This is an optimization exercise on Yosys and OpenROAD, whose aim is small area, a short achievable clock period and few clock cycles per item, not a production implementation. RTL that was checked went through simulation tests only; none was proved equivalent to the original. Power and IR drop assume default switching activity.

v17:
// irrigation_pump_controller
module irrigation_pump_controller (
  input  logic                           clk,
  input  logic                           rst,
  input  logic                           s_axis_tvalid,
  output logic                           s_axis_tready,
  input  logic [ipc_pkg::IN_DATA_W-1:0]  s_axis_tdata,
  input  logic                           s_axis_tuser,
  output logic                           m_axis_tvalid,
  input  logic                           m_axis_tready,
  output logic [ipc_pkg::OUT_DATA_W-1:0] m_axis_tdata,
  input  logic                           cfg_valid,
  output logic                           cfg_ready,
  input  logic [ipc_pkg::CFG_IDX_W-1:0]  cfg_index,
  input  logic [ipc_pkg::CFG_DATA_W-1:0] cfg_data
);
Settings: LEC_CHECK=0, CAP_MARGIN=20, CORE_MARGIN=2, CORE_UTILIZATION=40, SETUP_SLACK_MARGIN=4.0, SLEW_MARGIN=20; clock period 7.5 ns.
run.sh (not shown) runs the stock make flow with config.mk's settings and CLKGATE_MAP_FILE= SYNTH_SCRIPT=/design/flow/synth_recipe.tcl, a recipe that flattens the netlist after the stock synthesis.
For v38, these inputs were changed with respect to v17:
==> flow/flow/run.sh (new file) <==
#!/bin/bash
# Own layout flow: the standard synthesis and layout, with two layout choices changed:
# the port buffers are the smallest buffer (every port still gets one), and clock tree
# synthesis inserts no dummy loads. Each tool's output goes to a log of its own.
set -euo pipefail
bash standard.sh synth > synth.log 2>&1
export BUFFER_PORTS_ARGS="-buffer_cell sky130_fd_sc_hd__buf_1"
export CTS_ARGS="-sink_clustering_enable -repair_clock_nets -dont_use_dummy_load"
bash standard.sh > layout.log 2>&1
==> flow/standard.sh (new file) <==
#!/bin/bash
# synth_recipe.tcl (not shown) runs the flow's synth.tcl, then flattens the netlist and writes it again
# the make line also repeats each setting of config.mk as NAME=value (left out here)
make -C /OpenROAD-flow-scripts/flow DESIGN_CONFIG=/design/flow/config.mk WORK_HOME=/design/flow/orfs CLKGATE_MAP_FILE= SYNTH_SCRIPT=/design/flow/synth_recipe.tcl "${@:-finish}"
removed: flow/run.sh
Findings:
In v38 the layout buffer count excluding clock buffers turned out 1 lower than in v17. Fmax: v38 above v17. Looking at endpoint required time on the critical path, v38 sits below v17. Number of fill cells in the layout (lower): v17. On net count reported at finish, v38 and v17 are basically level. Delta (v38 minus v17): area added between synthesis and finish now sits lower; first-iteration DRC count rose 152; total power lost about 9%. Combinational group share of total power in v38 is 0.5 points below v17. v38 vs v17: routing usage on met2 down in v38.
Function was not checked in any run of this note: the RTL went through the layout flow alone.


## quartz
Another version of the RTL of irrigation_pump_controller (not shown whole).
Size in the first run: ~1,200 cells after synthesis, roughly 180 flip-flops, ~11,000 um^2 of cells after synthesis.
Design irrigation_pump_controller, start of the top module:
module irrigation_pump_controller (
  input  logic                           clk,
  input  logic                           rst,
  input  logic                           s_axis_tvalid,
  output logic                           s_axis_tready,
  input  logic [ipc_pkg::IN_DATA_W-1:0]  s_axis_tdata,
  input  logic                           s_axis_tuser,
  output logic                           m_axis_tvalid,
  input  logic                           m_axis_tready,
  output logic [ipc_pkg::OUT_DATA_W-1:0] m_axis_tdata,
  input  logic                           cfg_valid,
  output logic                           cfg_ready,
  input  logic [ipc_pkg::CFG_IDX_W-1:0]  cfg_index,
  input  logic [ipc_pkg::CFG_DATA_W-1:0] cfg_data
);
==> flow/config.mk <==
export PLATFORM = sky130hd
export DESIGN_NAME = irrigation_pump_controller
export DESIGN_NICKNAME = irrigation_pump_controller
export VERILOG_FILES = /design/flow/design.v
export SDC_FILE = /design/flow/constraint.sdc
export NUM_CORES = 4
export LEC_CHECK = 0
export CAP_MARGIN = 20
export CORE_MARGIN = 2
export CORE_UTILIZATION = 40
export SETUP_SLACK_MARGIN = 3.95
export SLEW_MARGIN = 20
==> flow/constraint.sdc <==
create_clock -name core_clock -period 7.5 [get_ports {clk}]
set_input_delay 1.5000 -clock core_clock [delete_from_list [all_inputs] [get_ports {clk}]]
set_output_delay 1.5000 -clock core_clock [all_outputs]
set_load 0.01 [all_outputs]
standard.sh (not shown) runs the stock make flow with config.mk's settings and CLKGATE_MAP_FILE= SYNTH_SCRIPT=/design/flow/synth_recipe.tcl, a recipe that flattens the netlist after the stock synthesis.
==> flow/flow/run.sh <==
#!/bin/bash
# Own layout flow: the standard synthesis and layout, with two layout choices changed:
# the port buffers are the smallest buffer (every port still gets one), and clock tree
# synthesis inserts no dummy loads. Each tool's output goes to a log of its own.
set -euo pipefail
bash standard.sh synth > synth.log 2>&1
export BUFFER_PORTS_ARGS="-buffer_cell sky130_fd_sc_hd__buf_1"
export CTS_ARGS="-sink_clustering_enable -repair_clock_nets -dont_use_dummy_load -root_buf sky130_fd_sc_hd__clkbuf_16 -buf_list sky130_fd_sc_hd__clkbuf_8"
bash standard.sh > layout.log 2>&1
quartz completed; timing, DRC and antenna clean
Testbench counts of quartz, summed over its fixed seeds: cycles 20,364, items 20,000.
### quartz -> xenon
- changing SETUP_SLACK_MARGIN from 3.95 to 4.1
[summary]
- Relative to quartz, post-route cell area has increased by about 1.7% in xenon.
- quartz → xenon: power consumed by combinational cells +about 4%, worst setup margin now larger.
- For the total length of routed wires, xenon came in about 0.8% lower than quartz did.
- Between xenon and quartz, it is xenon whose critical path arrival is lower, by 0.05 ns.

==> static timing again, ports no longer ideal <==
How much do the figures lean on ideal ports? The routed layouts below were timed once more, with nothing changed but the port constraints. Step 1 (the two cells are an assumption about what drives the block):
set clk [get_ports {clk}]
set_driving_cell -lib_cell sky130_fd_sc_hd__clkbuf_16 $clk
set_driving_cell -lib_cell sky130_fd_sc_hd__buf_2 [delete_from_list [all_inputs] $clk]
Step 2 adds t to the input delays and takes it off the output delays; t is the mean of the earliest and latest rising clock arrival at the registers after step 1. Input paths then give back, and output paths get back, about the clock's delay inside the block. a / b / c = ideal / step 1 / step 2; a / b = the first two.
| run | t, ns | slack for setup (ns) | clock arrival spread, ns |
|---|---|---|---|
| v17 | 0.478 | 3.954 / 3.954 / 3.661 | 0.020 / 0.019 |
| v38 | 0.470 | 4.020 / 4.020 / 3.781 | 0.032 / 0.033 |
| quartz | 0.437 | 4.003 / 3.975 / 3.638 | 0.042 / 0.042 |
| xenon | 0.420 | 4.053 / 4.021 / 3.740 | 0.048 / 0.048 |
After both steps every run listed still meets setup and hold. For quartz, which loses most, drivers alone change the setup slack by -0.028 ns; drivers and shift together by -0.365 ns.
